Context: an optimization exercise on an open-source flow, tuned for small area, a short achievable clock period and few clock cycles. The choices shown serve that exercise and are no tape-out recipe.
For this run, only the layout was checked, not whether the RTL still works.
Power figures rest on the tool's default switching activity, not on a simulated workload.

File: design/flow/run.sh
#!/bin/bash
# synth_recipe.tcl (not shown) runs the flow's synth.tcl, then flattens the netlist and writes it again
# the make line also repeats each setting of config.mk as NAME=value (left out here)
make -C /OpenROAD-flow-scripts/flow DESIGN_CONFIG=/design/flow/config.mk WORK_HOME=/design/flow/orfs CLKGATE_MAP_FILE= SYNTH_SCRIPT=/design/flow/synth_recipe.tcl finish
File: design/flow/config.mk
export PLATFORM = sky130hd
export DESIGN_NAME = soc_top
export DESIGN_NICKNAME = soc_top
export VERILOG_FILES = /design/flow/design.v
export SDC_FILE = /design/flow/constraint.sdc
export NUM_CORES = 4
export LEC_CHECK = 0
export ABC_CLOCK_PERIOD_IN_PS = 3500
export CAP_MARGIN = 20
export CORE_MARGIN = 2
export CORE_UTILIZATION = 50
export SETUP_SLACK_MARGIN = 5
export SLEW_MARGIN = 20
File: design/flow/constraint.sdc
create_clock -name core_clock -period 12.0 [get_ports {clk}]
set_input_delay 2.4000 -clock core_clock [delete_from_list [all_inputs] [get_ports {clk}]]
set_output_delay 2.4000 -clock core_clock [all_outputs]
set_load 0.01 [all_outputs]
File: design/flow/design.v
`default_nettype none
package bus_pkg;
    typedef logic [31:0] addr_t;
    typedef logic [31:0] word_t;
    typedef logic [3:0] strobe_t;
    typedef enum logic [1:0] {
        MSIZE1 = 2'd0,    
        MSIZE4 = 2'd2     
    } msize_t;
    localparam addr_t RESET_PC = 32'hbfc00000;
endpackage
`default_nettype wire
`default_nettype none
package mips_pkg;
    localparam int OPC_LSB = 26;
    localparam int OPC_W   = 6;
    localparam int RS_LSB  = 21;
    localparam int RT_LSB  = 16;
    localparam int RD_LSB  = 11;
    localparam int REG_W   = 5;
    localparam int IMM_W   = 16;
    typedef enum logic [5:0] {
        OP_SPECIAL = 6'h00,
        OP_BEQ     = 6'h04,
        OP_BNE     = 6'h05,
        OP_ADDIU   = 6'h09,
        OP_ORI     = 6'h0d,
        OP_LUI     = 6'h0f,
        OP_LW      = 6'h23,
        OP_SB      = 6'h28,
        OP_SW      = 6'h2b
    } opcode_t;
    typedef enum logic [5:0] {
        FN_ADDU = 6'h21,
        FN_SUBU = 6'h23,
        FN_AND  = 6'h24,
        FN_OR   = 6'h25,
        FN_SLT  = 6'h2a
    } funct_t;
    typedef enum logic [2:0] {
        ALU_ADD,
        ALU_SUB,
        ALU_AND,
        ALU_OR,
        ALU_SLT,    
        ALU_LUI     
    } alu_op_t;
endpackage
`default_nettype wire
`default_nettype none
module addr_translate (
    input  bus_pkg::addr_t vaddr,
    output bus_pkg::addr_t paddr,
    output logic           uncached
);
    assign paddr[27:0]  = vaddr[27:0];
    assign paddr[31:28] = (vaddr[31:30] == 2'b10) ? {3'b000, vaddr[28]} : vaddr[31:28];
    assign uncached     = (vaddr[31:29] == 3'b101);
endmodule
`default_nettype wire
`default_nettype none
module regfile (
    input  logic           clk,
    input  logic           rst,
    input  logic [4:0]     ra,
    output bus_pkg::word_t rd,
    input  logic           we,
    input  logic [4:0]     wa,
    input  bus_pkg::word_t wd
);
    bus_pkg::word_t regs [1:31];
    bus_pkg::word_t wd_r;
    assign wd_r = rst ? '0 : wd;
    always_ff @(posedge clk) begin
        for (int i = 1; i < 32; i++) begin
            if (rst || (we && wa == 5'(i))) regs[i] <= wd_r;
        end
    end
    always_comb begin
        rd = '0;
        for (int i = 1; i < 32; i++) begin
            rd = rd | (regs[i] & {32{ra == 5'(i)}});
        end
    end
endmodule
`default_nettype wire
`default_nettype none
module alu (
    input  logic [2:0]     op,
    input  bus_pkg::word_t a,
    input  bus_pkg::word_t b,
    output bus_pkg::word_t y
);
    logic           sub;
    bus_pkg::word_t sum;
    logic           lt;
    assign sub = (op == 3'd1) | (op == 3'd4);
    assign sum = a + (sub ? ~b : b) + {31'd0, sub};
    assign lt  = (a[31] != b[31]) ? a[31] : sum[31];
    always_comb begin
        case (op)
            3'd2:    y = a & b;
            3'd3:    y = a | b;
            3'd4:    y = {31'd0, lt};
            default: y = sum;
        endcase
    end
endmodule
`default_nettype wire
`default_nettype none
module mips_core (
    input  logic             clk,
    input  logic             rst,
    output logic             mem_valid,
    output logic             mem_write,
    output logic             mem_uncached,
    output bus_pkg::addr_t   mem_addr,
    output bus_pkg::strobe_t mem_strobe,
    output bus_pkg::word_t   mem_wdata,
    input  bus_pkg::word_t   mem_rdata,
    input  logic             mem_ready
);
    logic        first;       
    logic        is_data;     
    logic        ld;          
    logic [4:0]  ld_rd;       
    logic        ex;          
    logic [31:2] pc;          
    bus_pkg::word_t ir;
    bus_pkg::word_t a_q, b_q;
    logic        pend;        
    logic [4:0]  pend_rd;
    logic [2:0]  pend_op;
    logic [5:0] opc, fn;
    logic [4:0] rs, rt, rd;
    logic is_r, is_addiu, is_ori, is_lui, is_lw, is_sw, is_sb, is_beq, is_bne;
    logic is_mem, is_imm;
    logic [2:0] r_op;
    assign opc = ir[31:26];
    assign fn  = ir[5:0];
    assign rs  = ir[25:21];
    assign rt  = ir[20:16];
    assign rd  = ir[15:11];
    always_comb begin
        is_r = 1'b0;
        r_op = 3'd0;
        if (opc == 6'h00) begin
            is_r = 1'b1;
            case (fn)
                6'h21:   r_op = 3'd0;
                6'h23:   r_op = 3'd1;
                6'h24:   r_op = 3'd2;
                6'h25:   r_op = 3'd3;
                6'h2a:   r_op = 3'd4;
                default: is_r = 1'b0;
            endcase
        end
    end
    assign is_addiu = (opc == 6'h09);
    assign is_ori   = (opc == 6'h0d);
    assign is_lui   = (opc == 6'h0f);
    assign is_lw    = (opc == 6'h23);
    assign is_sw    = (opc == 6'h2b);
    assign is_sb    = (opc == 6'h28);
    assign is_beq   = (opc == 6'h04);
    assign is_bne   = (opc == 6'h05);
    assign is_mem   = is_lw | is_sw | is_sb;
    assign is_imm   = is_addiu | is_ori | is_lui;
    bus_pkg::word_t rf_rd, rf_wd, alu_y;
    logic [4:0] rf_ra, rf_wa;
    logic       rf_we;
    assign rf_ra = first ? rs : rt;
    always_comb begin
        if (first) begin
            rf_we = pend;
            rf_wa = pend_rd;
        end else if (is_data) begin
            rf_we = ld;                  
            rf_wa = ld_rd;
        end else begin
            rf_we = ex & is_imm;
            rf_wa = rt;
        end
    end
    assign rf_wd = (is_data & ~first) ? mem_rdata : alu_y;
    regfile u_rf (
        .clk (clk), .rst (rst),
        .ra (rf_ra), .rd (rf_rd),
        .we (rf_we), .wa (rf_wa), .wd (rf_wd)
    );
    bus_pkg::word_t imm_x, alu_a, alu_b;
    logic [2:0] alu_op;
    always_comb begin
        if (is_lui)      imm_x = {ir[15:0], 16'h0000};
        else if (is_ori) imm_x = {16'h0000, ir[15:0]};
        else             imm_x = {{16{ir[15]}}, ir[15:0]};
    end
    assign alu_a  = (~first & is_lui) ? '0 : a_q;
    assign alu_b  = first ? b_q : imm_x;
    assign alu_op = first ? pend_op : (is_ori ? 3'd3 : 3'd0);
    alu u_alu (.op (alu_op), .a (alu_a), .b (alu_b), .y (alu_y));
    logic taken;
    assign taken = ex & (is_beq | is_bne) & ((a_q == rf_rd) ^ is_bne);
    logic [31:2] pc_inc, pc_tgt, npc;
    bus_pkg::addr_t nfetch, ndata;
    logic unc_d;
    assign pc_inc = pc + 30'd1;
    assign pc_tgt = pc + {{14{ir[15]}}, ir[15:0]};
    assign npc    = taken ? pc_tgt : pc_inc;
    addr_translate u_xf (.vaddr ({npc, 2'b00}), .paddr (nfetch), .uncached ());
    addr_translate u_xd (.vaddr (alu_y), .paddr (ndata), .uncached (unc_d));
    always_ff @(posedge clk) begin
        if (rst) begin
            first     <= 1'b1;
            is_data   <= 1'b0;
            ld        <= 1'b0;
            ex        <= 1'b0;
            pend      <= 1'b0;
            pc        <= bus_pkg::RESET_PC[31:2];
            mem_valid <= 1'b1;
            mem_addr  <= 32'h1fc00000;
            mem_write <= 1'b0;
        end else begin
            first <= mem_ready;
            if (first) pend <= 1'b0;
            if (first & ex) begin
                a_q <= (pend && pend_rd == rs) ? alu_y : rf_rd;
            end
            if (~first & ex) begin
                b_q <= is_sb ? {4{rf_rd[7:0]}} : rf_rd;
            end
            if (mem_ready) begin
                if (!is_data) ir <= mem_rdata;
                if (ex & is_r & (rd != 5'd0)) begin
                    pend    <= 1'b1;
                    pend_rd <= rd;
                    pend_op <= r_op;
                end
                if (ex & is_mem) begin
                    is_data      <= 1'b1;
                    ld           <= is_lw;
                    ld_rd        <= rt;
                    ex           <= 1'b0;
                    mem_addr     <= is_sb ? ndata : {ndata[31:2], 2'b00};
                    mem_write    <= ~is_lw;
                    mem_uncached <= unc_d;
                    mem_strobe   <= is_sb ? (4'b0001 << alu_y[1:0]) : 4'b1111;
                end else begin
                    is_data   <= 1'b0;
                    ld        <= 1'b0;
                    ex        <= ~taken;
                    pc        <= npc;
                    mem_addr  <= nfetch;
                    mem_write <= 1'b0;
                end
            end
        end
    end
    assign mem_wdata = b_q;
endmodule
`default_nettype wire
`default_nettype none
module soc_top (
    input  logic             clk,
    input  logic             rst,
    output logic             mem_valid,
    output logic             mem_write,
    output logic             mem_uncached,
    output bus_pkg::addr_t   mem_addr,
    output bus_pkg::strobe_t mem_strobe,
    output bus_pkg::word_t   mem_wdata,
    input  bus_pkg::word_t   mem_rdata,
    input  logic             mem_ready
);
    mips_core core (
        .clk, .rst,
        .mem_valid, .mem_write, .mem_uncached, .mem_addr, .mem_strobe, .mem_wdata,
        .mem_rdata, .mem_ready
    );
endmodule
`default_nettype wire
==> impl_metrics.csv <==
group,metric,value,unit
routing,wl_met3,30300,um
critical_path,critPathMaxStageDelay,0.56,ns
routing,routed.top_layer,"met5",
routing,wl_per_cell,37.4,um
finish,design_area,0.0633,mm2
routing,routedLengthMet1,75300,um
flow_run,drv_cap,0,
routing,wl,217000,um
sta,skew,0.0714,ns
critical_path,path_max_fanout,9,
sta,fin_crit,7.34,ns
floorplanning,die_area,0.106,mm2
grt,antenna_found_initial,15,
critical_path,r2r-start,"core.ir[21]$_DFFE_PP_",
synth,synth-seq-cells,1174,
sta,rsz0062_at_grt,"true",
critical_path,cp-start-kind,"flip-flop",
clock_tree,cts_buffers,119,
grt,grt_pass1_wl,295000,um
clock_tree,h-tree-depth,3,
sta,tightest_slew,1.23,ns
pwr,static-leakage-power,22.4,nW
hold_path,min_from,"core.pc[22]$_SDFFE_PP1P_",
synth,ys.flop_type,"edfxtp_1",
clock_tree,cts_tree,"yes",
floorplanning,io_pins,106,
finish,final_nets,4411,
pwr,ir_drop,0.129,mV
status,status,"finished clean",
critical_path,crit_top_cell,"buf_4",
finish,n_fill_cell,7878,
hold_path,whs_endpoint,"core.pc[22]$_SDFFE_PP1P_",
grt,grt_util_all_layers,39.7,%
critical_path,endpoint_kind,"flip-flop",
critical_path,worst-r2r-cell-count,39,
pwr,p_comb_share,13.4,%
placed_design,place_inst,5327,
synth,synth_edf_count,1106,
sta,hold_violations,0,
critical_path,r2r_end,"core.mem_addr[8]$_SDFFE_PP0P_",
clock_tree,worstSkewPairLatency,0.76,ns
clock_tree,clkTransAtPathRegs,0.06,ns
clock_tree,clockRootBuffer,"clkbuf_16",
synth,avgSynthCellArea,13.2,um2
pwr,clock_power_share,36.4,%
pwr,power_density,160,mW/mm2
sta,drv_slew,0,
synth,yosys.cell_types.count,104,
placed_design,port_buffers,104,
routing,first_iter_violations,6748,
pwr,p_sw_share,26.7,%
clock_tree,cts.sinks,1174,
routing,wl_met2,94800,um
floorplanning,die_w,326,um
synth,synth_top_area_cell,"edfxtp_1",
floorplanning,initial_core_util,50.2,%
routing,dr.pass1.iters,7,
synth,synth-async-reset-ratio,0,%
synth,synth_area_leaders,"edfxtp_1 64%, a21oi_1 2.8%, o21ai_0 2.6%",
floorplanning,core,0.103,mm2
placed_design,place_area,0.0556,mm2
routing,avgViaCountPerCell,7.04,
sta,relSlewSlack,17.9,%
synth,synth_fp_nets,4029,
synth,ys_seq_area_share,66.8,%
critical_path,r2r_slack,4.66,ns
placed_design,dpl.hpwl,123000,um
critical_path,critical_path_class,"reg2reg",
sta,setup_ws,4.66,ns
grt,grt_overflow,0,
synth,syn-cell-area,0.0518,mm2
synth,yosysTopAreaCellShare,64.1,%
placed_design,gp_congestion,0.981,
sta,finalSetupTns,0,ns
clock_tree,clockBufferDepth,3,
routing,post-route-drc-count,0,
critical_path,critPathArrivalTime,7.96,ns
pwr,seq_power_share,50.2,%
synth,netlist_instances,3931,
finish,drive_gt1_share,20.3,%
floorplanning,num_rows,118,
critical_path,required,12.62,ns
routing,ant_nets,0,
sta,max_freq,0.136,GHz
grt,grt_pass1_vias,37626,
pwr,p_int,0.00742,W
hold_path,hold_depth,2,
finish,post-route-util,61.4,%
pwr,power_switching,0.00270,W
finish,fin_cells,5803,
hold_path,hold_class,"reg2reg",
routing,via_count,40881,
floorplanning,die_h,326,um
sta,finalCritPeriodShare,61.2,%
synth,yosys_warnings,4,
grt,grt_max_degree,60,
sta,setup_viol,0,
critical_path,slowest_stage,"nor3b_4",
placed_design,place_ws,2.24,ns
finish,syn2layout_area_growth,22.2,%
-- kinds of logic (layout without fill, tap and decap cells) --
logic type / count (synthesis) / count (layout) / synth area share (%)
AO/OA/AOI/OAI: 1339 / 1341 / 17.7
XOR/XNOR: 99 / 99 / 1.72
adder cells (fa/ha/maj): 77 / 77 / 1.82
buffers and inverters: 333 / 809 / 2.69
flip-flops: 1174 / 1174 / 66.8
multiplexers: 36 / 36 / 0.715
other: 1 / 7 / 0.00724
AND/OR/NAND/NOR: 872 / 880 / 8.62
-- layout make-up --
type	instances	area, um2	area share (%)
Sequential cell	1174	34600	54.6
Multi-Input combinational cell	2434	17900	28.3
Timing Repair Buffer	521	5020	7.92
Clock buffer	148	3170	5.01
Tap cell	1380	1730	2.73
Clock inverter	77	674	1.07
Inverter	63	240	0.379
Antenna cell	6	15.0	0.0237
-- flip-flops by register name, indices dropped and copies added (netlist names), 3 cells and up --
register	flops
core.u_rf.regs	992
core.a_q	32
core.b_q	32
core.ir	32
core.mem_addr	32
core.pc	30
core.ld_rd	5
core.pend_rd	5
core.mem_strobe	4
core.pend_op	3
-- cell usage in the layout, fill, tap and decap left out, types with 17 or more instances in the layout --
cell                n
a2111oi_2          17
a211oi_1           18
a211oi_4           24
a21o_1             51
a21oi_1           272
a21oi_2            21
a222oi_1           31
a22o_1             81
a22oi_1           136
a32o_1             17
a32oi_1            27
and2_1             59
and3_1             35
buf_12             31
buf_4             331
buf_6              34
clkbuf_1           25
clkbuf_16         126
clkdlybuf4s50_1   102
clkinv_1           31
clkinv_2           22
dfxtp_1            67
edfxtp_1         1106
ha_1               51
inv_1              60
mux2i_1            27
nand2_1           201
nand3_1            67
nand4_1            18
nor2_1            222
nor3_1             38
o211ai_1           51
o21a_1             32
o21ai_0           256
o221ai_1           41
o22ai_1            50
xnor2_1            39
xor2_1             49
-- critical path, delay by kind of cell, from the launching register on --
| family | cells | cell delay (ns) |
|---|---|---|
| simple gates | 9 | 2.07 |
| compound gates | 8 | 1.47 |
| fa+ha+maj | 1 | 0.20 |
| buf+inv | 19 | 2.84 |
| xor+xnor | 2 | 0.26 |
| flops | 1 | 0.35 |
-- stage by stage --
step           hold WS (ns)  power, W
6_report              0.441    0.0101
5_1_grt               0.462    0.0103
4_1_cts               0.446    0.0100
3_5_place_dp          0.435   0.00631
3_3_place_gp          0.433   0.00629
2_1_floorplan         0.422   0.00567
-- per-layer routing --
layer	vias to the layer above	track usage (%)
li1	16364	-
met1	20159	51.5
met2	3576	60.0
met3	778	10.6
met4	4	23.9
met5	-	0
-- worst max-delay path by stage --
stage                                      from                        endpoint  slack, ns  depth (start not counted)
final                     core.ir[21]$_DFFE_PP_   core.mem_addr[8]$_SDFFE_PP0P_       4.66                         39
after detailed placement  core.ir[25]$_DFFE_PP_  core.mem_addr[31]$_SDFFE_PP0P_       2.24                         26
after global routing      core.ir[21]$_DFFE_PP_   core.mem_addr[8]$_SDFFE_PP0P_       4.52                         39
after CTS                 core.ir[23]$_DFFE_PP_        core.pc[31]$_SDFFE_PP1P_       4.96                         32
after floorplan           core.ir[16]$_DFFE_PP_  core.mem_addr[31]$_SDFFE_PP0P_       5.12                         29
after global placement    core.ir[25]$_DFFE_PP_  core.mem_addr[31]$_SDFFE_PP0P_       2.37                         26
-- power by group through the flow --
| stage | registers, W | logic [W] | clock network (W) |
|---|---|---|---|
| after floorplan | 0.00513 | 0.000543 | 0 |
| after global placement | 0.00515 | 0.00113 | 0 |
| after detailed placement | 0.00516 | 0.00114 | 0 |
| after CTS | 0.00507 | 0.00128 | 0.00368 |
| after global routing | 0.00510 | 0.00137 | 0.00383 |
| final | 0.00508 | 0.00136 | 0.00368 |
-- Yosys cell counts, types with 38 or more instances --
master and instances:
edfxtp_1 1106, a21oi_1 293, o21ai_0 274, nor2_1 244, nand2_1 220, clkbuf_1 179, a22oi_1 139, a22o_1 81
nand3_1 69, dfxtp_1 68, inv_1 62, and2_1 61, ha_1 61, buf_2 58, o22ai_1 52, a21o_1 51
o211ai_1 51, xor2_1 50, nor3_1 48, xnor2_1 47, a211oi_1 44, o221ai_1 44, a2111oi_0 40, and3_1 38
-- repair_timing --
item	CTS	global route
resized for setup	282	63
hold buffers	0	0
cloned	16	4
pin swaps	74	52
buffers inserted	181	42
setup endpoints to repair	89	105

port drivers added, routing unchanged:
No port has a modelled driver above. Below, the same layout with a new extraction and two added sets of constraints. Step 1 (the two cells are an assumption about what drives the block):
set clk [get_ports {clk}]
set_driving_cell -lib_cell sky130_fd_sc_hd__clkbuf_16 $clk
set_driving_cell -lib_cell sky130_fd_sc_hd__buf_2 [delete_from_list [all_inputs] $clk]
Step 2 adds t to the input delays and takes it off the output delays; t is the mean of the earliest and latest rising clock arrival at the registers after step 1. Input paths then give back, and output paths get back, about the clock's delay inside the block. a / b / c = ideal ports / drivers / drivers and shift; a / b = the first two.
t, ns: 0.800
setup WS [ns]: 4.660 / 4.660 / 4.660
clock arrival spread, ns: 0.072 / 0.071
slew at the worst register clock pin (ns): 0.07 / 0.07
worst data-port slew with drivers (ns): 0.05
After both steps setup and hold are still met in this run. For this run, drivers alone change the setup slack by 0.000 ns; drivers and shift together by 0.000 ns.
